Background: an optimization exercise with open tools, aiming at small area, a short achievable clock period and few clock cycles per item. Do not read the settings as production practice. Where RTL was checked, it was by simulation tests only, not by an equivalence proof against the original. No functional check of the RTL was part of run 2. No activity file was given, so power comes from the tool's default toggle rates.

--- flow/design.v ---
module sbox_ddt_row_scanner #(
  parameter int WIDTH = 6,
  parameter int CW    = WIDTH + 1
) (
  input  logic             clk,
  input  logic             rst,
  input  logic             start,
  input  logic [WIDTH-1:0] delta,
  output logic             busy,
  output logic             done,
  output logic [WIDTH-1:0] sbox_x0,
  output logic [WIDTH-1:0] sbox_x1,
  input  logic [WIDTH-1:0] sbox_y0,
  input  logic [WIDTH-1:0] sbox_y1,
  output logic [CW-1:0]    max_count,
  output logic [WIDTH-1:0] max_diff,
  input  logic [WIDTH-1:0] rd_addr,
  output logic [CW-1:0]    rd_count
);
  localparam int               ENTRIES = 1 << WIDTH;
  localparam int               LAST_I  = ENTRIES - 1;
  localparam logic [WIDTH-1:0] LAST    = LAST_I[WIDTH-1:0];
  localparam logic [WIDTH-1:0] ONE_W   = 1;
  localparam logic [CW-1:0]    ENT_C   = ENTRIES[CW-1:0];
  localparam logic [CW-1:0]    ONE_C   = 1;
  typedef enum logic [2:0] {IDLE, SWEEP, DRAIN, SCAN, DONE} state_t;
  state_t                      state_q;
  logic [WIDTH-1:0]            delta_q;
  logic [WIDTH-1:0]            idx_q;
  logic [WIDTH-1:0]            x0_q;
  logic [WIDTH-1:0]            x1_q;
  logic [WIDTH-1:0]            d_q;
  logic                        vld_q;
  logic                        busy_q;
  logic                        done_q;
  logic [ENTRIES-1:0][CW-1:0]  cnt_q;
  logic [CW-1:0]               best_q;
  logic [WIDTH-1:0]            best_idx_q;
  logic [CW-1:0]               max_count_q;
  logic [WIDTH-1:0]            max_diff_q;
  logic [WIDTH-1:0]            idx_d;
  logic [WIDTH-1:0]            diff_d;
  logic [CW-1:0]               scan_cnt;
  logic                        scan_gt;
  function automatic logic [CW-1:0] sat_inc(input logic [CW-1:0] c);
    sat_inc = (c >= ENT_C) ? c : c + ONE_C;
  endfunction
  always_comb begin
    idx_d    = idx_q + ONE_W;
    diff_d   = sbox_y0 ^ sbox_y1;
    scan_cnt = cnt_q[idx_q];
    scan_gt  = scan_cnt > best_q;
  end
  always_ff @(posedge clk or posedge rst) begin
    if (rst) begin
      state_q     <= IDLE;
      delta_q     <= '0;
      idx_q       <= '0;
      x0_q        <= '0;
      x1_q        <= '0;
      d_q         <= '0;
      vld_q       <= 1'b0;
      busy_q      <= 1'b0;
      done_q      <= 1'b0;
      cnt_q       <= '0;
      best_q      <= '0;
      best_idx_q  <= '0;
      max_count_q <= '0;
      max_diff_q  <= '0;
    end else begin
      if (vld_q) cnt_q[d_q] <= sat_inc(cnt_q[d_q]);
      case (state_q)
        IDLE: begin
          if (start) begin
            delta_q     <= delta;
            cnt_q       <= '0;
            idx_q       <= '0;
            x0_q        <= '0;
            x1_q        <= delta;
            busy_q      <= 1'b1;
            max_count_q <= '0;
            max_diff_q  <= '0;
            state_q     <= SWEEP;
          end
        end
        SWEEP: begin
          d_q   <= diff_d;
          vld_q <= 1'b1;
          if (idx_q == LAST) begin
            state_q <= DRAIN;
          end else begin
            idx_q <= idx_d;
            x0_q  <= idx_d;
            x1_q  <= idx_d ^ delta_q;
          end
        end
        DRAIN: begin
          vld_q      <= 1'b0;
          idx_q      <= '0;
          best_q     <= '0;
          best_idx_q <= '0;
          state_q    <= SCAN;
        end
        SCAN: begin
          if (scan_gt) begin
            best_q     <= scan_cnt;
            best_idx_q <= idx_q;
          end
          if (idx_q == LAST) begin
            max_count_q <= scan_gt ? scan_cnt : best_q;
            max_diff_q  <= scan_gt ? idx_q : best_idx_q;
            done_q      <= 1'b1;
            state_q     <= DONE;
          end else begin
            idx_q <= idx_d;
          end
        end
        DONE: begin
          done_q  <= 1'b0;
          busy_q  <= 1'b0;
          state_q <= IDLE;
        end
        default: state_q <= IDLE;
      endcase
    end
  end
  assign busy = busy_q;
  assign done = done_q;
  assign sbox_x0 = x0_q;
  assign sbox_x1 = x1_q;
  assign max_count = max_count_q;
  assign max_diff = max_diff_q;
  assign rd_count = cnt_q[rd_addr];
endmodule
--- flow/run.sh ---
#!/bin/bash
# synth_recipe.tcl (not shown) runs the flow's synth.tcl, then flattens the netlist and writes it again
# the make line also repeats each setting of config.mk as NAME=value (left out here)
make -C /OpenROAD-flow-scripts/flow DESIGN_CONFIG=/design/flow/config.mk WORK_HOME=/design/flow/orfs CLKGATE_MAP_FILE= SYNTH_SCRIPT=/design/flow/synth_recipe.tcl finish
--- flow/config.mk ---
export PLATFORM = sky130hd
export DESIGN_NAME = sbox_ddt_row_scanner
export DESIGN_NICKNAME = sbox_ddt_row_scanner
export VERILOG_FILES = /design/flow/design.v
export SDC_FILE = /design/flow/constraint.sdc
export NUM_CORES = 4
export LEC_CHECK = 0
export CAP_MARGIN = 20
export CORE_MARGIN = 2
export CORE_UTILIZATION = 40
export SLEW_MARGIN = 20
--- flow/constraint.sdc ---
create_clock -name core_clock -period 5.0 [get_ports {clk}]
set_input_delay 1.0000 -clock core_clock [delete_from_list [all_inputs] [get_ports {clk}]]
set_output_delay 1.0000 -clock core_clock [all_outputs]
set_load 0.01 [all_outputs]
==> results.txt, run 1 <==
The number of iterations in the first detailed-routing pass was 6; the die width was 285 microns. Following the worst setup path forward leads to its endpoint at rd_count[3]. For this run the aggregate overflow at the end of global routing stands at 0.

The most common cell after layout, fill and taps aside was dfrtp_1. The top cell types in the final layout, fill and taps aside, are dfrtp_1, nand2_1, mux4_2, nor2_1, buf_4. The tools report the global router's overall resource usage as 0.302.

The initial antenna violation count is 4, and the routing usage on met3 is 0.0813. Subtracting the final worst setup slack from the clock period gives 4.73 ns. Gate family responsible for the most delay along the worst path: multiplexers.

The tools report the startpoint kind of the worst setup timing path as a primary input. In this run the number of H-tree levels came out at 2. Buffers inserted to repair hold after CTS numbered 0.

The area fraction in compound gates after synthesis works out to 0.140. Data on the critical path is required at its endpoint by 4.00 ns. The proportion of power drawn by combinational gates is 0.588, and the share of the core filled with cells is 0.467. Dividing the detail-routed wire length by the instance count gives 30.7 microns. The tools report the standard cell area after detailed placement as 34700 sq um.

For this design the ratio of total power to cell area is 849 nW/um^2. By area the synthesized netlist is led by dfrtp_1, mux4_2, nand2_1. The portion of synthesized cell area occupied by the leading cell type is 0.403.

The clock network fraction of design power was 0.146; the area share of fa/ha/maj cells after synthesis was 0.00553. The logs give 0 for the number of routed nets with antenna violations and 3898 for the cell count after placement. The run gives 182000 microns as the global-route wire length before repair. Maximum number of pins on one net before global-route repair: 169. The fraction of the yosys area taken by sequential cells was 0.403; the ratio of final minimum period to clock period was 0.946. The height of the die came out at 285 microns. The tools report the number of slew-limit violations in the final report as 0. For the final cell count without fillers, the log shows 4013.

The remaining routing DRC violations is 0. The predominant post-synthesis flop cell was dfrtp_1. For the number of global-route vias before repair, the log shows 26700. The synthesized design contains 510 register bits.

Fill cells in the final layout number 6978. At the pin with the least slew margin, the transition time is 1.09 ns. TritonCTS built the clock tree.

The analysis attributes to net switching a power of 15000 uW. After floorplanning, the core was sized to cover 78700 sq um. Across the run, the number of max-cap violations was 0. In this run, the number of DRC markers left after iteration 0 of detailed routing was 3754.

Post-CTS timing repair inserted 0 buffers for setup. The run gives 0.0151 uW as the total leakage power. The register with the most flip-flops in the final layout is cnt_q. Of all nets on the critical path, the largest fanout is 27.

The largest individual stage delay along the critical path comes from the cell mux4_2. In this run the critical register-to-register path is launched from idx_q[1]. The largest registers in the layout are cnt_q x448, best_q x7, max_count_q x7. In the final layout, flip-flops and latches occupy 12800 sq um. The growth of design area from synthesis to finish was 16.1%; the fraction of layout cells with a size suffix above 1 was 0.251. Gates resized during post-CTS repair numbered 0.

The critical path in this run is classified as in -> out. The met1 usage came out at 0.399. Internal power comes to 16200 uW. In this run the most used layer during global routing was met2. On the worst path, the slowest cell contributes a delay of 0.57 ns. Together, buffers and inverters on the worst path number 3. The number of stages on the worst setup path is 6, and the number of setup violations in the final report is 0. STA classifies the critical path endpoint as an output pin. Total power for the finished layout comes to 31200 uW. Setup repair after global routing left no endpoint under its margin. The proportion of synthesized flip-flops having asynchronous set or reset is 1.00.

The mux share of post-synthesis cell area is 0.297, and the clock-pin slew on the worst setup and hold paths is 0.06 ns. The starting density of the core is 0.402, and the number of buffers inserted during clock tree synthesis is 58. The switching part of the total is 0.482. The detailed router placed 26900 vias in this run. The post-detailed-routing wire length came out at 123000 microns.

The fraction of power consumed by sequential logic came out at 0.265. The number of cells on the worst reg-to-reg path is 11. Clock net sink count: 510. For this run, the post-layout net count is 2956. Normalized max-slew margin: 0.272. The number of enable-type register cells in the synthesized netlist is 0, and the setup TNS is 0 ns. The cell sitting at the root of the clock tree is a clkbuf_16. Summing all multi-input logic gate instances after layout gives 17800 sq um. The tightest min-delay check is of the reg -> reg type. Clock insertion delay at the later pin of the skew report: 0.66 ns. The worst-case vdd ir drop is 0.000771 V. The row count is 103, and the number of inserted diodes is 0. Walking the worst path, the cells encountered are buf_6, buf_12, mux4_2, mux4_2, mux4_2, clkdlybuf4s50_1.

Tracing the worst setup path back leads to its startpoint at rd_addr[0]. The tools report the post-synthesis instance total as 2822. The clock arrives with 0.0474 ns of skew.

Reg2reg setup slack: 0.39 ns. The tools report the synthesized cell area as 31700 sq um. The number of flip-flops under the largest register name came out at 448. The number of stages on the worst hold path was 2; the final cell area excluding filler cells was 36800 sq um.

In this run the critical register-to-register path is captured at best_q[1]. During I/O placement, the number of pins put on the boundary was 61. Final hold violation count: 0. The worst hold path begins at x1_q[2]. By area, the combinational part of the netlist is dominated by multiplexers.

The count of buffers added on input and output ports is 60. The run finished with no timing, DRC or antenna violations. After detailed routing, the number of vias per cell comes to 6.70. Routability-driven placement finished with a final weighted congestion of 0.957.

The tools report the number of synthesis warnings as 1. The logs give 0.460 for the met2 demand-to-capacity share in global routing and 88000 microns for the placed wire-length estimate after detailed placement. Each instance of the synthesized netlist takes up on average 11.2 sq um.

The distinct cell type count after synthesis came out at 66. The leading area contributor after synthesis was dfrtp_1. The parity-gate share of the synthesized area counting xor and xnor cells works out to 0.00766. In this run the deepest clock path goes through 3 buffers.

STA puts the critical path data arrival time at 3.73 ns. The tools report the maximum achievable frequency as 211 MHz. The basic-gate share of the synthesized area counting and, or, nand and nor cells is 0.109. The area of the die is 81400 sq um. In this design, the critical path's most frequently occurring cell is mux4_2.
[cell usage after synthesis, drive strengths merged, types with 5 or more instances]
| library cell | instances |
|---|---|
| dfrtp | 510 |
| nand2 | 427 |
| mux4 | 367 |
| nor2 | 251 |
| o21ai | 190 |
| a22oi | 181 |
| a21oi | 179 |
| clkbuf | 150 |
| mux2i | 107 |
| buf | 106 |
| nand3 | 58 |
| a22o | 56 |
| a32o | 32 |
| and2 | 24 |
| inv | 17 |
| ha | 14 |
| xor2 | 14 |
| and3 | 12 |
| nor2b | 12 |
| o31ai | 12 |
| xnor2 | 12 |
| nor3 | 11 |
| a211oi | 10 |
| nand2b | 10 |
| mux2 | 7 |
| o211ai | 7 |
| nand4 | 5 |
[final cells by class]
class,instances,area share
Inverter,19,0.00211
Sequential cell,510,0.347
Clock buffer,84,0.0467
Timing Repair Buffer,289,0.0743
Multi-Input combinational cell,2037,0.485
Tap cell,1050,0.0357
Clock inverter,24,0.00868
[metrics by stage]
stage	hold slack (ns)	setup slack, ns
after CTS	0.483	0.285
final	0.479	0.270
after global routing	0.516	0.104
after global placement	0.465	0.306
after floorplan	0.466	-2.92
after detailed placement	0.470	0.290
[metal layers]
| layer | up-vias | wire length, microns | part of all wire |
|---|---|---|---|
| li1 | 10900 | - | - |
| met1 | 13700 | 45900 | 0.37 |
| met2 | 1875 | 55500 | 0.45 |
| met3 | 375 | 14500 | 0.12 |
| met4 | 6 | 7300 | 0.059 |
| met5 | - | 42 | 0.00034 |
[worst min path at each step]
stage	endpoint	slack [ns]
after CTS	x1_q[2]	0.48
after floorplan	delta_q[2]	0.47
after global routing	delta_q[0]	0.52
after detailed placement	x1_q[2]	0.47
after global placement	x1_q[2]	0.47
final	x1_q[2]	0.48
[worst reg2reg max path, cell delays in order, from the launching register on]
cell     delay (ns)
dfrtp_4        0.79
buf_4          0.57
mux4_2         0.45
mux4_2         0.55
mux4_2         0.61
ha_1           0.35
a21oi_1        0.07
nor2b_1        0.12
o21ai_0        0.11
a21o_1         0.20
a211o_1        0.47
a22o_1         0.25
[power by group through the flow]
stage,clock network (uW),logic (uW),registers [uW]
finish,4570,18400,8280
global route,4780,19300,8450
floorplan,0,11500,7020
CTS,4630,17900,8240
detailed placement,0,17800,8290
global placement,0,17400,8210
[kinds of logic (layout without fill, tap and decap cells)]
group | count (synthesis) | count (layout)
DFF | 510 | 510
AOI/OAI and AO/OA | 692 | 692
adders and majority gates | 14 | 14
xor gates and xnor gates | 26 | 26
buffers and inverters | 275 | 416
muxes | 481 | 481
and+or+nand+nor | 824 | 824
Testbench counts, summed over its fixed seeds: cycles 201,208, rows 1,536.
==> run 2, diff against run 1 <==
==> flow/design.v (replaced) <==
module sbox_ddt_row_scanner #(
  parameter int WIDTH = 6,
  parameter int CW    = WIDTH + 1
) (
  input  logic             clk,
  input  logic             rst,
  input  logic             start,
  input  logic [WIDTH-1:0] delta,
  output logic             busy,
  output logic             done,
  output logic [WIDTH-1:0] sbox_x0,
  output logic [WIDTH-1:0] sbox_x1,
  input  logic [WIDTH-1:0] sbox_y0,
  input  logic [WIDTH-1:0] sbox_y1,
  output logic [CW-1:0]    max_count,
  output logic [WIDTH-1:0] max_diff,
  input  logic [WIDTH-1:0] rd_addr,
  output logic [CW-1:0]    rd_count
);
  localparam int NP = 1 << (WIDTH - 1);    
  localparam int NW = WIDTH - 1;           
  localparam logic [NW-1:0] LAST  = NW'(NP - 1);
  localparam logic [NW-1:0] ONE_N = 1;
  logic             busy_q;
  logic             done_q;
  logic [NW-1:0]    n_q;         
  logic [WIDTH-1:0] delta_q;
  logic [WIDTH-1:0] ent_q [NP];  
  logic [NW-1:0]    best_q;      
  logic [WIDTH-1:0] best_idx_q;
  logic             sweep;
  logic             accept;
  logic [WIDTH-1:0] diff_d;
  logic [WIDTH-1:0] key;
  logic [NP-1:0]    hit;
  logic [WIDTH-1:0] hits;
  logic [NW-1:0]    seen;
  logic             upd;
  logic [WIDTH-1:0] low;
  logic [WIDTH-1:0] below;
  logic [WIDTH-1:0] above;
  logic [WIDTH-1:0] idx_w;
  logic [WIDTH-1:0] x0;
  always_comb begin
    sweep  = |n_q;
    accept = start & ~busy_q;
    diff_d = sbox_y0 ^ sbox_y1;
    key    = sweep ? diff_d : rd_addr;
    for (int j = 0; j < NP; j++)
      hit[j] = (ent_q[j] == key) & (~sweep | (NW'(j) < n_q));
    hits = '0;
    for (int j = 0; j < NP; j++) hits = hits + {{(WIDTH-1){1'b0}}, hit[j]};
    seen = hits[NW-1:0];
    upd  = (seen > best_q) | ((seen == best_q) & (diff_d < best_idx_q));
    low   = delta_q & (~delta_q + 1'b1);
    below = low - 1'b1;
    above = ~(below | low);
    idx_w = {1'b0, n_q};
    x0    = (below & idx_w) | (above & {n_q, 1'b0});
  end
  always_ff @(posedge clk or posedge rst) begin
    if (rst) begin
      busy_q <= 1'b0;
      done_q <= 1'b0;
      n_q    <= '0;
    end else begin
      done_q <= sweep & (n_q == LAST);
      if (accept) begin
        busy_q <= 1'b1;
        n_q    <= ONE_N;
      end else begin
        if (done_q) busy_q <= 1'b0;
        if (sweep) n_q <= n_q + ONE_N;
      end
    end
  end
  always_ff @(posedge clk) begin
    ent_q[0] <= (accept | sweep) ? diff_d : ent_q[NP-1];
    for (int j = 1; j < NP; j++) ent_q[j] <= ent_q[j-1];
    if (accept) begin
      delta_q    <= delta;
      best_q     <= '0;
      best_idx_q <= diff_d;
    end else if (sweep & upd) begin
      best_q     <= seen;
      best_idx_q <= diff_d;
    end
  end
  assign busy      = busy_q;
  assign done      = done_q;
  assign sbox_x0   = x0;
  assign sbox_x1   = x0 ^ (sweep ? delta_q : delta);
  assign max_count = {{1'b0, best_q} + 1'b1, 1'b0};
  assign max_diff  = best_idx_q;
  assign rd_count  = {hits, 1'b0};
endmodule
==> results.txt, run 2 <==
TritonCTS built the clock tree. The run gives 23800 sq um (-71%) as the area of the die. The highest net fanout along the worst path was 8 (-70%). Sorting the synthesized cells by area gives the leading types as dfxtp_1, xnor2_1, xor2_1. The number of slew-limit violations in the final report was 0 (unchanged); the clock insertion delay at the later pin of the skew report was 0.50 ns (-0.16 ns). The run gives 4.00 ns (about the same) as the endpoint required time on the critical path.

The total number of H-tree levels was 1 (-1); the proportion of synthesized flip-flops having asynchronous set or reset was 0.0324 (-0.968). The average routed wire per standard cell is 17.9 microns (-42%), and the mux share of post-synthesis cell area is 0.0241 (-0.273). The synthesized cell area was 9030 sq um (-71%); the mean instance size in the synthesized netlist was 11.6 sq um (+3.0%). The number of routed nets with antenna violations was 0 (unchanged); the via count normalized by instance count was 4.86 (-28%).

The ratio of final minimum period to clock period is 1.64 (+0.695). The startpoint identified for the worst hold timing path is ent_q[23][4]. The total leakage power came out at 0.00513 uW (-66%). Post-placement setup slack: -3.83 ns (-4.12 ns). The critical path starts at n_q[1]. The remaining routing DRC violations was 0 (unchanged); the global router's overall resource usage was 0.199 (-0.103).

The kind of end point of the critical path is an output pin. The measured slew at the worst slew-check pin was 0.593 ns (-0.498 ns). The area share of fa/ha/maj cells after synthesis came out at 0.0865 (+0.0810). The number of iterations in the first detailed-routing pass was 4 (-2). The worst reg2reg path depth was 31 (+20).

Basic-gate share of the synthesized area counting and, or, nand and nor cells: 0.0805 (-0.0281). The power density normalized to cell area is 628 nW/um^2 (-26%), and the setup TNS is -49.82 ns (-49.82 ns). The largest family of logic cells by synthesized area was XOR/XNOR gates. The final cell area excluding filler cells was 12400 sq um (-66%); the worst-case clock buffer depth was 3 (unchanged). The run gives 17000 microns (-81%) as the placed wire-length estimate after detailed placement.

The critical path is of the reg -> out type. The final hold violation count is 0 (unchanged). The run gives 0 (unchanged) as the count of hold buffers inserted by post-cts repair.

STA classifies the critical path startpoint as a flip-flop. The portion of synthesized cell area occupied by the leading cell type came out at 0.437 (+0.0339). The number of synthesis warnings came out at 2 (+1).

The tools report the total number of vias as 6358 (-76%). The number of global-route vias before repair came out at 6629 (-75%). The number of synthesized register bits works out to 216 (-58%). The final worst slack was -3.21 ns (-3.48 ns). The predominant post-synthesis flop cell is dfxtp_1. The reg2reg setup slack came out at -2.99 ns (-3.38 ns). For the iteration-0 DRC count of the detailed router, the log shows 310 (-92%).

The most frequent cell after synthesis is dfxtp_1. The fraction of layout cells with a size suffix above 1 was 0.284 (+0.0327). The worst-case vdd ir drop is 0.000253 V (-67%). The tools report the clock net sink count as 216 (-58%).

The height of the die came out at 154 microns (-46%). The tools report the number of I/O pins as 61 (unchanged). The number of nets at the end of the flow is 1091 (-63%).

The clock tree skew after final layout came out at 0.0157 ns (-0.0317 ns). The starting density of the core was 0.411 (+0.00894). The port buffer count was 58 (-3.3%).

The run finished, with violations left. For the fraction of the yosys area taken by sequential cells, the log shows 0.496 (+0.0932). The tools report the root buffer selected by CTS as clkbuf_16. The parity-gate share of the synthesized area counting xor and xnor cells was 0.202 (+0.194); the standard cell area after detailed placement was 11000 sq um (-68%). Leaving out fill and tap cells, the most frequent cells in the layout are dfxtp_1, buf_4, xnor2_1, xor2_1, clkdlybuf4s50_1. For the power consumption, the log shows 7800 uW (-75%). The layout checks failed on setup timing. Counting flops per register, the top entry is ent_q. The number of setup violations in the final report was 17 (+17). The run gives 23500 microns (-81%) as the post-detailed-routing wire length.

The run gives 0.602 (+0.331) as the normalized max-slew margin. Summed over all instances, the cell type with the most area after synthesis is dfxtp_1. The run gives 0 (unchanged) as the leftover overflow at the end of global routing. The global-route wire length before repair was 36700 microns (-80%). The clock-pin slew on the worst setup and hold paths was 0.06 ns (about the same).

The worst min-delay path class is reg -> reg. The number of enable-type register cells in the synthesized netlist was 12 (+12). Maximum number of pins on one net before global-route repair: 24 (-86%). In this run the critical register-to-register path is launched from n_q[1]. Number of stages on the worst hold path: 0 (-2). The post-route minimum period came out at 8.21 ns (+3.48 ns). The most common cell after layout, fill and taps aside is dfxtp_1. Worst endpoint data arrival time: 7.21 ns (+3.48 ns). Sorting the synthesized cells by how often they occur yields dfxtp_1, xnor2_1, xor2_1.

The logs give 1 (-3) for the initial antenna violation count and 22000 sq um (-72%) for the core outline area. The largest registers in the layout are ent_q x192, best_idx_q x6, delta_q x6. The die width is 154 microns (-46%). The logs give 122 MHz (-42%) for the maximum achievable frequency and 23 (-60%) for the number of buffers inserted during clock tree synthesis. The distinct cell type count after synthesis was 61 (-7.6%); the post-synthesis instance total was 781 (-72%). The run gives 0.358 ns (-0.121 ns) as the minimum hold slack. For hold timing, the worst endpoint is ent_q[24][4]. The number of inserted diodes is 0 (unchanged). The tools report the endpoint of the worst register-to-register path as best_q[2]. The area fraction in compound gates after synthesis works out to 0.0618 (-0.0786).

The row count came out at 54 (-48%). Setup repair after global routing could not meet its margin everywhere. The number of flip-flops under the largest register name was 192 (-57%); the number of max-cap violations was 0 (unchanged). The area growth from synthesis to layout is 37.6%. Final weighted congestion of routability-driven global placement: 0.861 (-10%).
run 2: worst max path at each step:
stage / end / slack [ns] / cells past startpoint
2_1_floorplan: best_idx_q[0] / -2.79 / 31
3_3_place_gp: rd_count[5] / -3.57 / 21
3_5_place_dp: rd_count[5] / -3.83 / 23
4_1_cts: rd_count[5] / -3.18 / 24
5_1_grt: rd_count[5] / -3.49 / 24
6_report: rd_count[5] / -3.21 / 24
run 2: metrics by stage:
step	std cells	util
floorplan	782	-
global route	1309	0.566
global placement	1233	0.499
CTS	1295	0.555
finish	1309	0.566
detailed placement	1233	0.499
run 2: metal layers:
metal | part of all wire | GRT usage
met1 | 0.45 | 0.263
met2 | 0.47 | 0.335
met3 | 0.049 | 0.0347
met4 | 0.026 | 0.0596
met5 | 0.00055 | 0
run 2: layout make-up:
type                       count  area, sq um
timing repair buffer         245         2240
clock inverter                 8         96.3
tap                          280          350
inverter                      43          164
multi-input combinational    487         4440
sequential                   216         4480
clock buffer                  30          652
fill                        1805         9540
run 2: what timing repair did:
action	4_1_cts	5_1_grt
gates cloned	3	0
pin swaps	12	29
resized for setup	73	29
buffers inserted	21	14
setup endpoints to repair	17	17
run 2: where the power goes:
part | internal [uW] | total [uW] | switching (uW)
clock network | 1010 | 1690 | 675
registers | 2320 | 2710 | 392
logic | 1790 | 3400 | 1610
run 2: logic make-up after synthesis:
family	after synthesis
flops	216
xor+xnor	208
simple gates	133
compound gates	81
buf+inv	79
fa+ha+maj	48
mux	15
other cells	1
run 2: worst max-delay path, cell delays in order, from the launching register on:
cell and delay (ns):
dfrtp_1 0.40, inv_4 0.07, ha_4 0.12, or4b_4 0.57, buf_12 0.19, mux2i_4 0.23
buf_12 0.17, buf_4 0.11, xor2_1 0.16, o2111ai_1 0.15, nor4_2 0.25, fa_1 0.48
inv_1 0.09, fa_1 0.42, fa_1 0.58, fa_2 0.47, fa_2 0.57, inv_2 0.04
fa_2 0.46, ha_4 0.18, fa_2 0.34, a21o_1 0.20, a21oi_2 0.16, xnor2_2 0.13
buf_2 0.16
==> run 3, diff against run 2 <==
==> flow/design.v (replaced) <==
module sbox_ddt_row_scanner #(
  parameter int WIDTH = 6,
  parameter int CW    = WIDTH + 1
) (
  input  logic             clk,
  input  logic             rst,
  input  logic             start,
  input  logic [WIDTH-1:0] delta,
  output logic             busy,
  output logic             done,
  output logic [WIDTH-1:0] sbox_x0,
  output logic [WIDTH-1:0] sbox_x1,
  input  logic [WIDTH-1:0] sbox_y0,
  input  logic [WIDTH-1:0] sbox_y1,
  output logic [CW-1:0]    max_count,
  output logic [WIDTH-1:0] max_diff,
  input  logic [WIDTH-1:0] rd_addr,
  output logic [CW-1:0]    rd_count
);
  localparam int ENTRIES = 1 << WIDTH;
  localparam int NW      = WIDTH - 1;         
  localparam int NSLOT   = 8;                 
  localparam int HW      = CW - 3;            
  logic             busy_q;
  logic             done_q;
  logic             act_q;                    
  logic [NW-1:0]    n_q;                      
  logic [WIDTH-1:0] delta_q;
  logic [WIDTH-1:0] d_q;                      
  logic [1:0]       lo_q   [ENTRIES];
  logic [WIDTH-1:0] sidx_q [NSLOT];
  logic [HW-1:0]    shi_q  [NSLOT];
  logic [2:0]       ptr_q;                    
  logic [NW-1:0]    best_q;                   
  logic [WIDTH-1:0] best_idx_q;
  logic             accept;
  logic [WIDTH-1:0] key;
  logic [1:0]       lo_rd;
  logic [NSLOT-1:0] hit;
  logic [HW-1:0]    hi_rd;
  logic             hi_any;
  logic [NW-1:0]    seen;
  logic             upd;
  logic             wrap;
  logic [HW-1:0]    hi_inc;
  logic [WIDTH-1:0] low;
  logic [WIDTH-1:0] below;
  logic [WIDTH-1:0] above;
  logic [WIDTH-1:0] x0;
  always_comb begin
    accept = start & ~busy_q;
    key    = act_q ? d_q : rd_addr;
    lo_rd  = lo_q[key];
    hi_rd  = '0;
    for (int k = 0; k < NSLOT; k++) begin
      hit[k] = (sidx_q[k] == key) & (|shi_q[k]);
      hi_rd  = hi_rd | (shi_q[k] & {HW{hit[k]}});
    end
    hi_any = |hit;
    hi_inc = hi_rd + 1'b1;
    seen   = {hi_rd[2:0], lo_rd};
    wrap   = act_q & (&lo_rd);
    upd    = (seen > best_q) | ((seen == best_q) & (d_q < best_idx_q));
    low    = delta_q & (~delta_q + 1'b1);
    below  = low - 1'b1;
    above  = ~(below | low);
    x0     = (below & {1'b0, n_q}) | (above & {n_q, 1'b0});
  end
  always_ff @(posedge clk or posedge rst) begin
    if (rst) begin
      busy_q <= 1'b0;
      done_q <= 1'b0;
      act_q  <= 1'b0;
      n_q    <= '0;
    end else begin
      done_q <= act_q & ~(|n_q);
      if (accept) begin
        busy_q <= 1'b1;
        act_q  <= 1'b1;
        n_q    <= 1;
      end else begin
        if (done_q) busy_q <= 1'b0;
        if (~(|n_q)) act_q <= 1'b0;
        if (|n_q) n_q <= n_q + 1'b1;
      end
    end
  end
  always_ff @(posedge clk) begin
    d_q <= sbox_y0 ^ sbox_y1;
    if (accept) begin
      delta_q    <= delta;
      best_q     <= '0;
      best_idx_q <= '1;
      ptr_q      <= '0;
      for (int i = 0; i < ENTRIES; i++) lo_q[i] <= '0;
      for (int k = 0; k < NSLOT; k++) shi_q[k] <= '0;
    end else if (act_q) begin
      if (upd) begin
        best_q     <= seen;
        best_idx_q <= d_q;
      end
      lo_q[d_q] <= lo_rd + 1'b1;
      if (wrap) begin
        if (!hi_any) ptr_q <= ptr_q + 1'b1;
        for (int k = 0; k < NSLOT; k++)
          if (hit[k] | (~hi_any & (ptr_q == 3'(k)))) begin
            sidx_q[k] <= d_q;
            shi_q[k]  <= hi_inc;
          end
      end
    end
  end
  assign busy      = busy_q;
  assign done      = done_q;
  assign sbox_x0   = x0;
  assign sbox_x1   = x0 ^ (busy_q ? delta_q : delta);
  assign max_count = {{1'b0, best_q} + 1'b1, 1'b0};
  assign max_diff  = best_idx_q;
  assign rd_count  = {hi_rd, lo_rd, 1'b0};
endmodule
==> results.txt, run 3 <==
The flow ran to the end and the layout has no timing, DRC or antenna violations. Relative to the synthesized area, the layout overhead comes to 18.7%. The number of nets at the end of the flow was 1163 (+6.6%). Sorting the synthesized cells by how often they occur yields edfxtp_1, nand2_1, nor2_1. The fraction of layout cells with a size suffix above 1 is 0.162 (-0.121). The number of synthesis warnings is 3 (+1), and the distinct cell type count after synthesis is 59 (-3.3%).

The normalized max-slew margin was 0.363 (-0.239); the die width was 178 microns (+16%). The run gives 1021 (+31%) as the post-synthesis instance total. Most common cell after layout, fill and taps aside: edfxtp_1. The post-route minimum period works out to 4.89 ns (-3.31 ns).

The number of flip-flops under the largest register name was 128 (-33%). TritonCTS built the clock tree. The maximum number of pins on one net before global-route repair was 65 (+170%); the total number of vias was 8066 (+27%). The synthesized cell area is 12200 sq um (+35%), and the number of setup violations in the final report is 0 (-17). The share of the core filled with cells is 0.485 (-0.0805). The number of iterations in the first detailed-routing pass is 5 (+1), and the reg2reg setup slack is 0.79 ns (+3.78 ns).

The number of synthesized register bits was 242 (+12%). The tree is rooted in a clkbuf_16. The tools report the start of the worst register-to-register path as act_q.

Among all flip-flop cells after synthesis, the most frequent one is edfxtp_1. The maximum achievable frequency is 204 MHz (+68%). For the number of routed nets with antenna violations, the log shows 0 (unchanged).

The min-delay analysis places its worst path in the category reg -> reg. The row count is 63 (+17%). The worst register-to-register path ends at shi_q[2][2].

Worst hold path startpoint: done_q. The run gives 19000 microns (+12%) as the placed wire-length estimate after detailed placement. The area of the die came out at 31900 sq um (+34%). Setup repair after global routing could not meet its margin everywhere. For the worst-case clock buffer depth, the log shows 3 (unchanged).

The starting density of the core was 0.409 (-0.00236); the clock-pin slew on the worst setup and hold paths was 0.05 ns (about the same). The global-route wire length before repair was 44700 microns (+22%); the portion of synthesized cell area occupied by the leading cell type was 0.449 (+0.0119). The power consumption is 7830 uW (+0.43%). The final weighted congestion of routability-driven global placement came out at 0.811 (-5.7%). The run gives 0.310 (-0.0256) as the met2 demand-to-capacity share in global routing. The height of the die is 178 microns (+16%).

The startpoint kind of the worst setup timing path is a primary input. Ratio of final minimum period to clock period: 0.979 (-0.663). The run gives 28300 microns (+21%) as the post-detailed-routing wire length. For the remaining routing DRC violations, the log shows 0 (unchanged). The run gives 1523 (+16%) as the final cell count without fillers. The worst reg2reg path depth is 17 (-45%), and the global router's overall resource usage is 0.182 (-0.0170).

By instance count, the leading cell after synthesis is edfxtp_1. Total number of H-tree levels: 1 (unchanged). Sorting the synthesized cells by area gives the leading types as edfxtp_1, dfxtp_1, mux4_2. For the clock tree skew after final layout, the log shows 0.0134 ns (-0.00227 ns). The worst endpoint data arrival time is 3.89 ns (-3.32 ns), and the port buffer count is 58 (unchanged).

The proportion of synthesized flip-flops having asynchronous set or reset is 0.0331 (+0.000650), and the initial antenna violation count is 0 (-1). The average routed wire per standard cell was 18.6 microns (+3.8%). More flip-flops sit in one register than any other, and that register is lo_q. The tools report the leftover overflow at the end of global routing as 0 (unchanged). Hold-critical path endpoint: busy_q. The library cells used most frequently in the layout, excluding fill and tap cells, are edfxtp_1, nand2_1, nor2_1, and3_1, buf_4. The number of slew-limit violations in the final report came out at 0 (unchanged). The tools report the kind of end point of the critical path as an output pin. The core outline area was 29800 sq um (+36%). The tools report the final worst slack as 0.107 ns (+3.31 ns). The routing usage on met3 is 0.0256 (-0.00917), and the worst-case vdd ir drop is 0.000501 V (+98%). Measured slew at the worst slew-check pin: 0.942 ns (+0.349 ns). The clock net sink count is 242 (+12%), and the power density normalized to cell area is 542 nW/um^2 (-14%). Of all cell types, the one taking the most synthesized area is edfxtp_1.

Setup TNS: 0 ns (+49.82 ns). The busiest metal layer after global routing is met2. The number of max-cap violations was 0 (unchanged). The number of enable-type register cells in the synthesized netlist came out at 182 (+170). The run gives 8029 (+21%) as the number of global-route vias before repair. The fraction of the yosys area taken by sequential cells was 0.551 (+0.0545).

The largest registers in the layout are lo_q x128, sidx_q x48, shi_q x32. The cell count after placement was 1472 (+19%). The mean instance size in the synthesized netlist was 11.9 sq um (+3.2%). The met1 usage came out at 0.241 (-0.0215). By startpoint and endpoint, the worst setup path is classified as in -> out.

The number of buffers inserted during clock tree synthesis is 28 (+22%). The number of inserted diodes is 0 (unchanged), and the post-CTS setup-driven buffer insertion count is 0 (-100%). The number of I/O pins is 61 (unchanged), and the number of stages on the worst hold path is 1 (+1). Total leakage power: 0.00598 uW (+17%). The clock insertion delay at the later pin of the skew report came out at 0.54 ns (+0.04 ns). The highest net fanout along the worst path was 23 (+15). The logs give 0.0735 ns (+3.90 ns) for the post-placement setup slack and 4.00 ns (about the same) for the endpoint required time on the critical path.

Count of hold buffers inserted by post-cts repair: 0 (unchanged). The iteration-0 DRC count of the detailed router was 528 (+70%); the via count normalized by instance count was 5.30 (+9.0%). The run gives 0 (unchanged) as the final hold violation count.
==> run 3: cell types whose count changed after synthesis, sizes merged, moves of 49 or more <==
| cell | previous run | this run |
|---|---|---|
| and3 | 4 | 77 |
| edfxtp | 12 | 182 |
| xor2 | 94 | 25 |
| nand2 | 23 | 148 |
| nor2 | 20 | 114 |
| mux2i | 11 | 60 |
| xnor2 | 114 | 43 |
| dfxtp | 197 | 52 |
==> run 3: worst max-delay path, cell delays in order <==
cell and delay, ns:
clkdlybuf4s50_1 0.44, mux2i_4 0.17, buf_12 0.24, buf_4 0.19
mux4_2 0.52, mux2i_1 0.18, a21oi_1 0.09, mux2i_1 0.18
mux2i_1 0.18, buf_4 0.20, clkdlybuf4s50_1 0.47
==> run 3: stage by stage <==
stage	hold slack (ns)	area, sq um
6_report	0.443	14500
5_1_grt	0.497	14500
4_1_cts	0.449	14500
3_5_place_dp	0.442	13600
3_3_place_gp	0.437	13600
2_1_floorplan	0.457	12200
==> run 3: cell type report <==
type                       instances  area [sq um]
fill                            2612         15300
sequential                       242          6710
multi-input combinational        674          5020
timing repair buffer             138          1270
clock buffer                      39           783
tap                              390           488
inverter                          28           105
clock inverter                    12          83.8
==> run 3: worst max-delay path by stage <==
stage / startpoint / end / slack (ns) / cells past startpoint
2_1_floorplan: rd_addr[0] / best_idx_q[5] / 0.13 / 17
3_3_place_gp: rd_addr[0] / rd_count[2] / 0.02 / 11
3_5_place_dp: rd_addr[0] / rd_count[2] / 0.07 / 11
4_1_cts: rd_addr[0] / rd_count[1] / 0.06 / 11
5_1_grt: rd_addr[0] / rd_count[2] / -0.02 / 11
6_report: rd_addr[0] / rd_count[2] / 0.11 / 11
==> run 3: power by group <==
part / switching [uW] / total (uW) / leakage (uW) / internal [uW]
combinational: 1860 / 3180 / 0.00333 / 1330
clock: 796 / 1930 / 0.000419 / 1140
sequential: 181 / 2710 / 0.00223 / 2530
==> run 3: metal layers <==
metal,vias up,part of all wire
met5,-,0
met4,0,0.026
met3,54,0.043
met2,180,0.49
met1,3986,0.44
li1,3846,-
==> run 3: what timing repair did <==
action | in CTS | in global routing
endpoints found under the setup margin | 0 | 2
endpoints found under the hold margin | 0 | 0
resized for setup | 0 | 2
==> run 3: logic make-up (layout without fill, tap and decap cells) <==
group / after synthesis / count (layout) / synth area share
compound gates: 75 / 75 / 0.0535
xor+xnor: 68 / 68 / 0.0507
fa+ha+maj: 24 / 24 / 0.0247
buf+inv: 106 / 217 / 0.0400
flops: 242 / 242 / 0.551
mux: 93 / 93 / 0.115
other cells: 1 / 2 / 0.000308
simple gates: 412 / 412 / 0.166
Testbench counts of run 3, summed over its fixed seeds: cycles 52,216, rows 1,536.
==> run 4, diff against run 3 <==
--- a/flow/config.mk
+++ b/flow/config.mk
@@ -5,7 +5,9 @@
 export SDC_FILE = /design/flow/constraint.sdc
 export NUM_CORES = 4
 export LEC_CHECK = 0
+export ABC_AREA = 1
 export CAP_MARGIN = 20
 export CORE_MARGIN = 2
 export CORE_UTILIZATION = 40
+export SETUP_SLACK_MARGIN = 0.8
 export SLEW_MARGIN = 20
==> results.txt, run 4 <==
The run finished with no timing, DRC or antenna violations. The post-route minimum period is 4.04 ns (-0.856 ns). Synthesized cell area: 13000 sq um (+6.7%). For hold timing, the worst endpoint is busy_q. The tools report the area of the die as 33900 sq um (+6.5%).

Ranked by total cell area, the synthesized netlist is headed by edfxtp_1, nand2_1, dfxtp_1. The final hold violation count was 0 (unchanged); the number of enable-type register cells in the synthesized netlist was 182 (unchanged). More flip-flops sit in one register than any other, and that register is lo_q. The library cells used most frequently in the layout, excluding fill and tap cells, are nand2_1, nor2_1, edfxtp_1, inv_1, o21ai_0. The tools report the number of nets at the end of the flow as 1673 (+44%). The clock tree skew after final layout was 0.0151 ns (+0.00165 ns); the initial antenna violation count was 0 (unchanged). The proportion of synthesized flip-flops having asynchronous set or reset came out at 0.0331 (unchanged). Measured slew at the worst slew-check pin: 1.03 ns (+0.0918 ns). The ratio of final minimum period to clock period works out to 0.807 (-0.171).

The number of synthesized register bits came out at 242 (unchanged). Leaving out fill and tap cells, the most frequent cell in the layout is nand2_1. The leftover overflow at the end of global routing came out at 0 (unchanged). By count the netlist is led by nand2_1, nor2_1, edfxtp_1. The run gives 31800 sq um (+6.7%) as the core outline area.

Among all flip-flop cells after synthesis, the most frequent one is edfxtp_1. The worst hold path begins at done_q. The tools report the global-route wire length before repair as 56400 microns (+26%). The tree is rooted in a clkbuf_16. The worst reg2reg path depth came out at 18 (+1).

Fraction of layout cells with a size suffix above 1: 0.137 (-0.0259). The largest registers in the layout are lo_q x128, sidx_q x48, shi_q x32. Number of global-route vias before repair: 10400 (+29%). Number of max-cap violations: 0 (unchanged). The number of fillers in the final layout came out at 3000 (+15%). For the post-synthesis instance total, the log shows 1548 (+52%).

The number of slew-limit violations in the final report was 0 (unchanged); the clock-pin slew on the worst setup and hold paths was 0.06 ns (about the same). The number of flip-flops under the largest register name is 128 (unchanged), and the reg2reg setup slack is 1.36 ns (+0.57 ns). The run gives 0 (unchanged) as the number of inserted diodes. The count of hold buffers inserted by post-cts repair is 0 (unchanged).

The run gives 61 (unchanged) as the number of I/O pins. Tracing the worst setup path back leads to its startpoint at rd_addr[3]. Via count normalized by instance count: 5.15 (-2.8%). The worst-case vdd ir drop was 0.000238 V (-53%); the clock insertion delay at the later pin of the skew report was 0.55 ns (about the same). The growth of design area from synthesis to finish came out at 18.0%. The portion of synthesized cell area occupied by the leading cell type was 0.421 (-0.0280).

The highest net fanout along the worst path works out to 16 (-30%). Most frequent cell after synthesis: nand2_1. Summed over all instances, the cell type with the most area after synthesis is edfxtp_1.

The distinct cell type count after synthesis was 42 (-29%). The remaining routing DRC violations was 0 (unchanged); the post-detailed-routing wire length was 35700 microns (+26%). The run gives 6710 sq um (about the same) as the sequential cell area. The power density normalized to cell area is 298 nW/um^2 (-45%). The power consumption is 4560 uW (-42%).

The starting density of the core is 0.409 (about the same). Total number of vias: 10700 (+33%). Fraction of the yosys area taken by sequential cells: 0.516 (-0.0344). The endpoint required time on the critical path is 4.00 ns (about the same), and the final weighted congestion of routability-driven global placement is 0.861 (+6.2%).

Setup repair after global routing left no endpoint under its margin. The die width is 184 microns (+3.2%). The number of routed nets with antenna violations was 0 (unchanged). The area of combinational cells with multiple inputs is 5490 sq um (+9.2%), and the average routed wire per standard cell is 17.2 microns (-7.6%).

The tools report the iteration-0 DRC count of the detailed router as 845 (+60%). The worst register-to-register path begins at d_q[1]. The global router's overall resource usage came out at 0.214 (+0.0318). The total leakage power came out at 0.00649 uW (+8.4%). The endpoint of the worst register-to-register path was sidx_q[5][4]. The worst endpoint data arrival time was 3.04 ns (-0.85 ns); the row count was 65 (+3.2%). The total number of H-tree levels is 1 (unchanged).

The placed wire-length estimate after detailed placement is 24300 microns (+28%). The setup TNS was 0 ns (unchanged); the mean instance size in the synthesized netlist was 8.39 sq um (-30%). The normalized max-slew margin is 0.311 (-0.0523), and the minimum hold slack is 0.467 ns (+0.0245 ns). The worst setup path is launched from a primary input.

The maximum number of pins on one net before global-route repair came out at 65 (unchanged). The height of the die is 184 microns (+3.2%), and the clock net sink count is 242 (unchanged). Number of setup violations in the final report: 0 (unchanged). TritonCTS built the clock tree.

The number of iterations in the first detailed-routing pass was 5 (unchanged). The number of stages on the worst hold path works out to 1 (unchanged). The tools report the number of synthesis warnings as 3 (unchanged). The worst min-delay path class is reg -> reg. The kind of end point of the critical path was an output pin. The run gives 248 MHz (+21%) as the maximum achievable frequency. The logs give 3 (unchanged) for the worst-case clock buffer depth and 28 (unchanged) for the number of buffers inserted during clock tree synthesis. The port buffer count works out to 58 (unchanged). Category of the most critical setup path: in -> out.
run 4: stage by stage:
| step | area [sq um] | worst slack (ns) | cells | util |
|---|---|---|---|---|
| floorplan | 13000 | 1.24 | 1549 | - |
| global placement | 14100 | 0.379 | 2017 | 0.444 |
| detailed placement | 14100 | 0.346 | 2017 | 0.444 |
| CTS | 15300 | 0.803 | 2073 | 0.480 |
| global route | 15300 | 0.804 | 2076 | 0.482 |
| finish | 15300 | 0.963 | 2076 | 0.482 |
run 4: report_power, final:
group	internal (uW)	leakage (uW)	switching, uW
combinational	113	0.00416	255
sequential	2150	0.00189	19.4
clock	1190	0.000433	834
run 4: timing repair:
action	in CTS	in global routing
pin swaps	5	8
setup endpoints to repair	6	11
cloned	2	0
buffers inserted	5	2
gates resized for setup	41	11
run 4: metal layers:
layer  vias to the layer above  GRT usage  share of wire
met4                         0     0.0688          0.031
li1                       5217          -              -
met5                         -          0              0
met3                        68     0.0287          0.050
met1                      5111      0.274           0.43
met2                       293      0.374           0.49
run 4: cell type report:
| class | instances | share of cell area |
|---|---|---|
| inverters | 156 | 0.0385 |
| clock buffers | 31 | 0.0471 |
| repair buffers | 109 | 0.0715 |
| clock inverters | 18 | 0.0115 |
| multi-input cells | 1085 | 0.358 |
| flip-flops and latches | 242 | 0.438 |
| well taps | 435 | 0.0355 |
run 4: kinds of logic (layout without fill, tap and decap cells):
group,count (synthesis),after routing,share of synthesized area
fa+ha+maj,24,24,0.0231
buf+inv,222,314,0.0760
mux,1,1,0.000771
compound gates,183,183,0.0796
other cells,1,2,0.000289
flops,242,242,0.516
simple gates,851,851,0.286
xor+xnor,24,24,0.0182
run 4: how the worst max path moves through the flow:
stage | endpoint | slack (ns) | cells past startpoint
6_report | rd_count[6] | 0.96 | 16
5_1_grt | rd_count[6] | 0.80 | 16
4_1_cts | rd_count[4] | 0.80 | 13
3_5_place_dp | sidx_q[5][1] | 0.35 | 18
3_3_place_gp | rd_count[2] | 0.38 | 14
2_1_floorplan | sidx_q[1][0] | 1.24 | 18
run 4: worst max-delay path, stage by stage:
cell and delay, ns:
clkdlybuf4s50_1 0.46, nand2_2 0.17, nand2_8 0.15, nand2_1 0.09, nand2_1 0.05, nor2_1 0.08, nand2_1 0.09, nor2_4 0.16
buf_4 0.14, nand2_1 0.04, nand2_1 0.05, inv_1 0.04, nand2_1 0.08, nor2_2 0.05, inv_1 0.10, dlygate4sd2_1 0.28
==> run 5, diff against run 4 <==
--- a/flow/config.mk
+++ b/flow/config.mk
@@ -5,7 +5,6 @@
 export SDC_FILE = /design/flow/constraint.sdc
 export NUM_CORES = 4
 export LEC_CHECK = 0
-export ABC_AREA = 1
 export CAP_MARGIN = 20
 export CORE_MARGIN = 2
 export CORE_UTILIZATION = 40
==> results.txt, run 5 <==
The port buffer count works out to 58 (unchanged). More flip-flops sit in one register than any other, and that register is lo_q. The ratio of final minimum period to clock period works out to 0.834 (+0.0268). The fraction of the yosys area taken by sequential cells is 0.551 (+0.0344), and the maximum number of pins on one net before global-route repair is 65 (unchanged). The number of enable-type register cells in the synthesized netlist is 182 (unchanged), and the average routed wire per standard cell is 19.5 microns (+13%). In this run the worst setup path terminates at rd_count[6].

The area share of fa/ha/maj cells after synthesis works out to 0.0247 (+0.00154). The logs give 0 (unchanged) for the number of routed nets with antenna violations and 8299 (-22%) for the total number of vias. TritonCTS built the clock tree. The commonest cells after synthesis are edfxtp_1, nand2_1, nor2_1. The total number of H-tree levels is 1 (unchanged).

For the total leakage power, the log shows 0.00642 uW (-0.98%). The post-detailed-routing wire length was 30300 microns (-15%); the placed wire-length estimate after detailed placement was 19300 microns (-21%). The share of the core filled with cells came out at 0.517 (+0.0356).

For this run, the leading register cell type out of synthesis is edfxtp_1. Global router's overall resource usage: 0.191 (-0.0226). The worst-case clock buffer depth is 3 (unchanged), and the parity-gate share of the synthesized area counting xor and xnor cells is 0.0507 (+0.0325). The clock tree skew after final layout came out at 0.0159 ns (+0.000800 ns).

Ranked by total cell area, the synthesized netlist is headed by edfxtp_1, dfxtp_1, mux4_2. The run gives 3 (unchanged) as the number of synthesis warnings. edfxtp_1 is the most common cell in the netlist.

The logs give 0.0239 (-0.00478) for the routing usage on met3 and 0 (unchanged) for the number of setup violations in the final report. The area fraction in compound gates after synthesis was 0.0535 (-0.0260); the post-route minimum period was 4.17 ns (+0.134 ns). The normalized max-slew margin is 0.306 (-0.00543). In the final layout, the registers with the most flip-flops are lo_q x128, sidx_q x48, shi_q x32.

The highest net fanout along the worst path came out at 4 (-12). The maximum achievable frequency came out at 240 MHz (-3.2%). The run gives 242 (unchanged) as the clock net sink count. The die width was 178 microns (-3.1%); the number of I/O pins was 61 (unchanged). The iteration-0 DRC count of the detailed router came out at 608 (-28%). In this run the most used layer during global routing was met2.

Fraction of layout cells with a size suffix above 1: 0.241 (+0.105). The clock insertion delay at the later pin of the skew report came out at 0.54 ns (about the same). The mux share of post-synthesis cell area was 0.115 (+0.114). The tools report the distinct cell type count after synthesis as 59 (+40%). The run finished with no timing, DRC or antenna violations. The measured slew at the worst slew-check pin works out to 1.04 ns (+0.00431 ns). The power density normalized to cell area was 560 nW/um^2 (+88%); the final weighted congestion of routability-driven global placement was 0.802 (-6.9%). The run gives 0 (unchanged) as the number of inserted diodes. The tools report the launching instance or port of the critical path as act_q.

Setup repair after global routing could not meet its margin everywhere. The global-route wire length before repair was 46700 microns (-17%). The tools report the endpoint required time on the critical path as 4.00 ns (about the same). In this run the critical register-to-register path is captured at best_idx_q[5].

From synthesis to final layout, the design area changed by 26.6%. For the core outline area, the log shows 29800 sq um (-6.3%). The tools report the root buffer selected by CTS as clkbuf_16. The most common cell after layout, fill and taps aside is edfxtp_1. The tools report the number of global-route vias before repair as 8188 (-21%). STA classifies the critical path startpoint as a flip-flop. The post-synthesis instance total is 1021 (-34%), and the number of iterations in the first detailed-routing pass is 5 (unchanged).

The worst endpoint data arrival time came out at 3.17 ns (+0.13 ns). The number of max-cap violations is 0 (unchanged), and the worst reg2reg path depth is 21 (+3). The reg2reg setup slack was 0.88 ns (-0.48 ns).

In the layout the commonest cells are edfxtp_1, nand2_1, nor2_1, buf_4, and3_1. Setup TNS: 0 ns (unchanged). After synthesis, the largest family of logic cells by area is simple AND/OR/NAND/NOR gates. The synthesized cell area was 12200 sq um (-6.3%); the met1 usage was 0.258 (-0.0156).

The tools report the remaining routing DRC violations as 0 (unchanged). Final cell area excluding filler cells: 15400 sq um (+0.62%). The worst register-to-register path begins at act_q. Number of buffers inserted during clock tree synthesis: 28 (unchanged). STA classifies the critical path endpoint as an output pin. The height of the die works out to 178 microns (-3.1%). Worst min-delay path class: reg -> reg. Clock-pin slew on the worst setup and hold paths: 0.06 ns (about the same).

The row count is 63 (-3.1%). The count of hold buffers inserted by post-cts repair is 0 (unchanged). The number of nets at the end of the flow is 1194 (-29%).

The run gives 0 (unchanged) as the number of slew-limit violations in the final report. The run gives 0.409 (about the same) as the starting density of the core. The leftover overflow at the end of global routing came out at 0 (unchanged). The mean instance size in the synthesized netlist was 11.9 sq um (+42%); the number of synthesized register bits was 242 (unchanged).

The tools report the met2 demand-to-capacity share in global routing as 0.327 (-0.0473). The worst-case vdd ir drop was 0.000669 V (+180%); the basic-gate share of the synthesized area counting and, or, nand and nor cells was 0.166 (-0.120). The portion of synthesized cell area occupied by the leading cell type is 0.449 (+0.0280), and the initial antenna violation count is 0 (unchanged). The proportion of synthesized flip-flops having asynchronous set or reset is 0.0331 (unchanged), and the standard cell area after detailed placement is 13500 sq um (-4.5%). The via count normalized by instance count came out at 5.34 (+3.7%).

The number of flip-flops under the largest register name is 128 (unchanged). Final hold violation count: 0 (unchanged). The critical path in this run is classified as reg -> out. The area of the die came out at 31900 sq um (-6.1%). Leading area contributor after synthesis: edfxtp_1.
-- run 5: changes by cell type after synthesis, moves of 15 or more --
| cell | change |
|---|---|
| o21ai_0 | -98 |
| nor2_2 | -50 |
| nand2_1 | -218 |
| clkbuf_1 | +17 |
| inv_1 | -112 |
| mux4_2 | +32 |
| o211ai_1 | -38 |
| nor2_1 | -146 |
| and3_1 | +77 |
| xnor2_1 | +42 |
| a21oi_1 | -15 |
| nand3_1 | -83 |
| mux2i_1 | +54 |
| nand2_2 | -28 |
-- run 5: cells by family (layout without fill, tap and decap cells) --
group | Yosys count | in the layout
simple gates | 412 | 412
flops | 242 | 242
buf+inv | 106 | 249
mux | 93 | 93
compound gates | 75 | 75
xor+xnor | 68 | 68
fa+ha+maj | 24 | 24
other cells | 1 | 2
-- run 5: area by class of cell --
| class | count | area (sq um) |
|---|---|---|
| multi-input cells | 674 | 5440 |
| flip-flops and latches | 242 | 6710 |
| clock inverters | 19 | 200 |
| inverters | 28 | 110 |
| repair buffers | 169 | 1720 |
| fillers | 2513 | 14400 |
| clock buffers | 33 | 751 |
| well taps | 390 | 488 |
-- run 5: worst min path at each step --
| stage | cells after the start | slack [ns] | end | start |
|---|---|---|---|---|
| floorplan | 2 | 0.45 | shi_q[6][3] | shi_q[6][3] |
| global placement | 1 | 0.44 | busy_q | done_q |
| detailed placement | 1 | 0.46 | busy_q | done_q |
| CTS | 1 | 0.46 | busy_q | done_q |
| global route | 1 | 0.48 | busy_q | done_q |
| finish | 1 | 0.46 | busy_q | done_q |
-- run 5: critical path, cell delays in order, from the launching register on --
cell and delay [ns]:
dfrtp_2 0.47, buf_4 0.20, mux2i_4 0.33, buf_6 0.16, buf_16 0.12, xnor2_1 0.06, nor4_1 0.37, and2_1 0.31
a22oi_1 0.09, and4_1 0.21, inv_2 0.08, clkdlybuf4s15_2 0.22
-- run 5: power by group --
group | switching (uW) | total [uW] | internal [uW]
Clock | 829 | 2100 | 1280
Combinational | 2060 | 3780 | 1720
Sequential | 211 | 2750 | 2530
Total | 3100 | 8630 | 5530
-- run 5: layer usage --
layer	part of all wire	vias to the layer above
met5	0	-
met4	0.018	0
met3	0.044	41
met2	0.50	191
met1	0.44	4160
li1	-	3907
-- run 5: through the flow --
step / hold WS (ns) / total power (uW) / cells / setup slack [ns]
after floorplan: 0.454 / 4880 / 1022 / 0.543
after global placement: 0.440 / 5950 / 1443 / -0.0413
after detailed placement: 0.456 / 5970 / 1443 / -0.102
after CTS: 0.465 / 8430 / 1533 / 0.764
after global routing: 0.484 / 9070 / 1555 / 0.677
final: 0.458 / 8630 / 1555 / 0.829
-- run 5: what timing repair did --
action / in CTS / in global routing
gates resized for setup: 76 / 33
setup endpoints to repair: 83 / 64
pin swaps: 16 / 17
gates cloned: 3 / 0
setup buffers: 35 / 20
==> run 6, diff against run 5 <==
--- a/flow/config.mk
+++ b/flow/config.mk
@@ -8,5 +8,6 @@
 export CAP_MARGIN = 20
 export CORE_MARGIN = 2
 export CORE_UTILIZATION = 40
+export CTS_BUF_LIST = sky130_fd_sc_hd__clkbuf_8
 export SETUP_SLACK_MARGIN = 0.8
 export SLEW_MARGIN = 20
==> results.txt, run 6 <==
The flow ran to the end and the layout has no timing, DRC or antenna violations. The starting density of the core was 0.409 (unchanged); the remaining routing DRC violations was 0 (unchanged). The height of the die is 178 microns (unchanged). The run gives 3110 uW (+0.11%) as the power dissipated by switching net loads. In the synthesized netlist the dominant register cell turns out to be edfxtp_1. Number of setup violations in the final report: 0 (unchanged).

The maximum achievable frequency was 237 MHz (-1.1%); the growth of design area from synthesis to finish was 25.3%. The clock-pin slew on the worst setup and hold paths is 0.06 ns (about the same), and the die width is 178 microns (unchanged). The run gives 0.512 (-0.00521) as the share of the core filled with cells.

The library cells used most frequently in the layout, excluding fill and tap cells, are edfxtp_1, nand2_1, nor2_1, and3_1, buf_4. For the final worst slack, the log shows 0.783 ns (-0.0462 ns). Yosys attributes the largest share of cell area to edfxtp_1, dfxtp_1, mux4_2. The global router's overall resource usage came out at 0.195 (+0.00402). Area of combinational cells with multiple inputs: 5390 sq um (-1.0%). The tools report the total number of vias as 8373 (+0.89%). Average routed wire per standard cell: 19.5 microns (+0.15%). For the initial antenna violation count, the log shows 0 (unchanged).

The number of fillers in the final layout came out at 2568 (+2.2%). The largest registers in the layout are lo_q x128, sidx_q x48, shi_q x32. The switching part of the total was 0.373 (+0.0133); the total number of H-tree levels was 2 (+1). The maximum number of pins on one net before global-route repair was 65 (unchanged). TritonCTS built the clock tree. The logs give 0.334 (+0.00708) for the met2 demand-to-capacity share in global routing and 1200 (+0.50%) for the number of nets at the end of the flow.

The iteration-0 DRC count of the detailed router came out at 565 (-7.1%). The number of flip-flops under the largest register name is 128 (unchanged), and the core outline area is 29800 sq um (unchanged). The number of synthesized register bits is 242 (unchanged). The tools report the number of iterations in the first detailed-routing pass as 5 (unchanged).

Setup repair after global routing could not meet its margin everywhere. edfxtp_1 takes more of the synthesized area than any other cell. The port buffer count is 58 (unchanged), and the post-route minimum period is 4.22 ns (+0.0462 ns). For the count of hold buffers inserted by post-cts repair, the log shows 0 (unchanged). In this run the most used layer during global routing was met2. Endpoint required time on the critical path: 4.00 ns (about the same). The post-placement setup slack was -0.102 ns (unchanged); the worst endpoint data arrival time was 3.22 ns (+0.05 ns).

Reg2reg setup slack: 0.88 ns (about the same). For the number of synthesis warnings, the log shows 3 (unchanged). Most flop-heavy register: lo_q.

The run gives 0 (unchanged) as the final hold violation count. The run gives 0.00642 uW (about the same) as the total leakage power. For the clock net sink count, the log shows 242 (unchanged). The min-delay analysis places its worst path in the category reg -> reg. Most common cell after layout, fill and taps aside: edfxtp_1.

The run gives 5230 uW (-5.5%) as the internal power. STA classifies the critical path startpoint as a flip-flop. The number of buffers inserted during clock tree synthesis is 44 (+57%). The commonest cells after synthesis are edfxtp_1, nand2_1, nor2_1. The run gives 0 (unchanged) as the number of slew-limit violations in the final report.

The run gives 0 (unchanged) as the number of max-cap violations. The post-detailed-routing wire length was 30700 microns (+1.4%); the ratio of final minimum period to clock period was 0.843 (+0.00923). The highest net fanout along the worst path was 5 (+1); the proportion of power drawn by combinational gates was 0.453 (+0.015). The power density normalized to cell area was 546 nW/um^2 (-2.5%); the placed wire-length estimate after detailed placement was 19300 microns (unchanged). The number of inserted diodes was 0 (unchanged); the portion of synthesized cell area occupied by the leading cell type was 0.449 (unchanged). The kind of end point of the critical path is an output pin. Clock tree synthesis selected as its root buffer the cell clkbuf_8. Worst-case vdd ir drop: 0.000583 V (-13%). The run gives 0.0339 (+0.0100) as the routing usage on met3. Measured slew at the worst slew-check pin: 1.04 ns (+0.000633 ns). By instance count, the leading cell after synthesis is edfxtp_1.

The area of the die came out at 31900 sq um (unchanged). The sequential cell area was 6710 sq um (unchanged). The logs give 0 (unchanged) for the leftover overflow at the end of global routing and 0.217 (-0.027) for the clock network fraction of design power.

The worst-case clock buffer depth was 3 (unchanged); the met1 usage was 0.256 (-0.00255). The synthesized cell area was 12200 sq um (unchanged); the number of enable-type register cells in the synthesized netlist was 182 (unchanged). The fraction of the yosys area taken by sequential cells was 0.551 (unchanged); the number of routed nets with antenna violations was 0 (unchanged). The fraction of power consumed by sequential logic was 0.330 (+0.012). The fraction of layout cells with a size suffix above 1 is 0.232 (-0.00894), and the post-synthesis instance total is 1021 (unchanged). The clock tree skew after final layout was 0.0237 ns (+0.00783 ns); the mean instance size in the synthesized netlist was 11.9 sq um (unchanged). For the global-route wire length before repair, the log shows 47400 microns (+1.6%). The clock insertion delay at the later pin of the skew report is 0.55 ns (about the same), and the minimum hold slack is 0.453 ns (-0.00402 ns). For the row count, the log shows 63 (unchanged). Category of the most critical setup path: reg -> out.

The number of I/O pins is 61 (unchanged). The number of global-route vias before repair was 8364 (+2.1%). The distinct cell type count after synthesis was 59 (unchanged); the via count normalized by instance count was 5.32 (-0.33%). The final weighted congestion of routability-driven global placement was 0.802 (unchanged); the normalized max-slew margin was 0.305 (-0.000424). The proportion of synthesized flip-flops having asynchronous set or reset was 0.0331 (unchanged).
## run 6: cell counts after synthesis
Identical to the previous run, type by type.
## run 6: routing by layer
metal / wire, microns / part of all wire
met5: 0 / 0
met4: 544 / 0.018
met3: 1550 / 0.050
met2: 15200 / 0.50
met1: 13400 / 0.44
## run 6: kinds of logic after synthesis
logic type	after synthesis	share of synthesized area
other cells	1	0.000308
fa+ha+maj	24	0.0247
compound gates	75	0.0535
mux	93	0.115
flops	242	0.551
simple gates	412	0.166
buf+inv	106	0.0400
xor+xnor	68	0.0507
## run 6: final cells by class
cell class	count	share of cell area
clock buffers	48	0.0433
clock inverters	33	0.0121
inverters	28	0.00721
multi-input cells	674	0.353
flip-flops and latches	242	0.439
well taps	390	0.0320
repair buffers	159	0.113
## run 6: worst max-delay path, cell delays in order (launching register included)
cell and delay [ns]:
dfrtp_2 0.48, mux2i_4 0.28, buf_12 0.15, buf_12 0.16
buf_12 0.11, mux4_2 0.50, nor2b_4 0.14, a211oi_2 0.16
a21oi_1 0.07, mux2i_1 0.27, mux2i_4 0.15, buf_2 0.17
## run 6: power groups by stage
stage	clock [uW]	sequential [uW]	combinational, uW
after floorplan	0	2700	2180
after global placement	0	2780	3160
after detailed placement	0	2790	3190
after CTS	1850	2750	3600
after global routing	1930	2780	4050
final	1810	2750	3770
## run 6: metrics by stage
stage	instances	total power [uW]	setup TNS (ns)	cell area (sq um)
floorplan	1022	4880	0	12400
global placement	1443	5950	-0.0413	13500
detailed placement	1443	5970	-0.756	13500
CTS	1560	8200	0	15000
global route	1574	8760	0	15300
finish	1574	8330	0	15300
## run 6: final timing paths
check | start | end | cells past startpoint
worst max register to register | act_q | best_idx_q[4] | 19
worst min-delay path | done_q | busy_q | 1
worst max-delay path | act_q | rd_count[2] | 11
max in group asynchronous | rst | act_q | 2
min in group asynchronous | rst | n_q[3] | 2
worst min register to register | done_q | busy_q | 1
## run 6: what timing repair did
| item | 4_1_cts | 5_1_grt |
|---|---|---|
| setup endpoints to repair | 83 | 55 |
| pin swaps | 16 | 11 |
| cloned | 6 | 0 |
| gates resized for setup | 73 | 28 |
| setup buffers | 30 | 13 |
==> run 7, diff against run 6 <==
--- a/flow/config.mk
+++ b/flow/config.mk
@@ -5,9 +5,9 @@
 export SDC_FILE = /design/flow/constraint.sdc
 export NUM_CORES = 4
 export LEC_CHECK = 0
+export ABC_AREA = 1
 export CAP_MARGIN = 20
 export CORE_MARGIN = 2
 export CORE_UTILIZATION = 40
-export CTS_BUF_LIST = sky130_fd_sc_hd__clkbuf_8
-export SETUP_SLACK_MARGIN = 0.8
+export SETUP_SLACK_MARGIN = 1.7
 export SLEW_MARGIN = 20
==> results.txt, run 7 <==
The share of the core filled with cells was 0.545 (+0.0327); the number of setup violations in the final report was 0 (unchanged). The clock-pin slew on the worst setup and hold paths works out to 0.06 ns (about the same). The number of buffers inserted during clock tree synthesis was 27 (-39%); the number of flip-flops under the largest register name was 128 (unchanged). The slowest stage of the critical path is the dfrtp_2 cell. Setup repair after global routing could not meet its margin everywhere. The global-route wire length before repair was 59900 microns (+26%); the number of I/O pins was 61 (unchanged).

The maximum achievable frequency is 277 MHz (+17%), and the number of max-cap violations is 0 (unchanged). The commonest cells after synthesis are nand2_1, nor2_1, edfxtp_1. The sequential cell area was 6720 sq um (+0.15%). The core outline area is 31800 sq um (+6.7%).

The area growth from synthesis to layout is 33.4%. Portion of synthesized cell area occupied by the leading cell type: 0.421 (-0.0280). Ranked by flip-flop count, first place goes to lo_q. The run finished with no timing, DRC or antenna violations.

The tools report the number of global-route vias before repair as 11000 (+31%). Measured slew at the worst slew-check pin: 0.916 ns (-0.123 ns). Mean instance size in the synthesized netlist: 8.39 sq um (-30%).

In the synthesized netlist the dominant register cell turns out to be edfxtp_1. The area of the die is 33900 sq um (+6.5%). The most common cell in the synthesized netlist is nand2_1. In the final layout, the registers with the most flip-flops are lo_q x128, sidx_q x48, shi_q x32. The tools report the normalized max-slew margin as 0.390 (+0.0845). The logs give 0.00718 uW (+12%) for the total leakage power and 242 (unchanged) for the clock net sink count.

The run gives 2770 (+7.9%) as the number of fillers in the final layout. The number of nets at the end of the flow came out at 1752 (+46%). Fraction of the yosys area taken by sequential cells: 0.516 (-0.0344). The run gives 0.0170 ns (-0.00674 ns) as the clock tree skew after final layout. In this run the worst hold path is classified as reg -> reg.

The port buffer count was 58 (unchanged).
run 7: cell count changes in the layout (fill, tap and decap cells not counted), moves of 34 or more:
| cell | previous run | this run |
|---|---|---|
| and3_1 | 76 | 0 |
| clkbuf_16 | 1 | 35 |
| clkbuf_8 | 48 | 0 |
| inv_1 | 41 | 135 |
| mux2i_1 | 49 | 1 |
| nand2_1 | 144 | 328 |
| nand3_1 | 15 | 79 |
| nor2_1 | 109 | 232 |
| nor2_2 | 1 | 52 |
| o211ai_1 | 1 | 39 |
| o21ai_0 | 3 | 52 |
| xnor2_1 | 39 | 0 |
run 7: metrics by stage:
| step | cell area, sq um | instances | setup slack, ns | hold slack (ns) | power (uW) |
|---|---|---|---|---|---|
| 2_1_floorplan | 13200 | 1549 | 1.70 | 0.453 | 2430 |
| 3_3_place_gp | 14200 | 2006 | 0.355 | 0.468 | 2570 |
| 3_5_place_dp | 14200 | 2006 | 0.308 | 0.476 | 2570 |
| 4_1_cts | 16300 | 2120 | 1.41 | 0.482 | 4450 |
| 5_1_grt | 17300 | 2155 | 1.25 | 0.509 | 4640 |
| 6_report | 17300 | 2155 | 1.40 | 0.482 | 4500 |
run 7: area by class of cell:
type                            instances  share of cell area
Tap cell                              435              0.0314
Timing Repair inverter                  1            0.000361
Clock buffer                           31              0.0399
Clock inverter                         17             0.00563
Timing Repair Buffer                  180               0.119
Sequential cell                       242               0.388
Multi-Input combinational cell       1093               0.379
Inverter                              156              0.0370
run 7: final timing paths:
check / startpoint / slack [ns] / cells past startpoint / to
max in group asynchronous: rst / 4.01 / 2 / act_q
min in group asynchronous: rst / 0.73 / 2 / n_q[1]
worst max-delay path: act_q / 1.40 / 13 / rd_count[1]
worst min register to register: done_q / 0.48 / 1 / busy_q
worst max register to register: act_q / 1.47 / 23 / sidx_q[7][0]
worst min-delay path: done_q / 0.48 / 1 / busy_q
run 7: critical path, delay by kind of cell (launching register included):
family	cells	cell delay, ns
simple gates	6	0.71
flops	1	0.50
buf+inv	4	0.54
compound gates	3	0.32
run 7: power by group:
group / switching (uW) / internal [uW] / total (uW)
clock network: 804 / 1030 / 1830
registers: 23.6 / 2150 / 2180
logic: 311 / 179 / 491
total: 1140 / 3360 / 4500
run 7: metal layers:
layer / wire (microns) / vias to the layer above / GRT usage
met5: 0 / - / 0
met4: 1760 / 0 / 0.0931
met3: 2590 / 105 / 0.0352
met2: 19100 / 380 / 0.392
met1: 16700 / 5502 / 0.296
li1: - / 5411 / -
run 7: logic make-up after synthesis:
family                   Yosys count  share of synthesized area
flip-flops                       242                      0.516
buffers and inverters            222                     0.0760
adder cells (fa/ha/maj)           24                     0.0231
XOR/XNOR                          24                     0.0182
multiplexers                       1                   0.000771
AND/OR/NAND/NOR                  851                      0.286
AO/OA/AOI/OAI                    183                     0.0796
other                              1                   0.000289
run 7: what timing repair did:
action | in CTS | in global routing
pin swaps | 67 | 78
resized for setup | 200 | 171
buffers inserted | 55 | 27
setup endpoints to repair | 278 | 222
cloned | 11 | 8

Check on run 7: ideal ports give 1.395 ns setup slack; a clkbuf_16 on the clock port and buf_2 on the inputs give 1.341 ns; moving port delays by the midpoint clock arrival (0.592 ns) as well gives 0.946 ns.
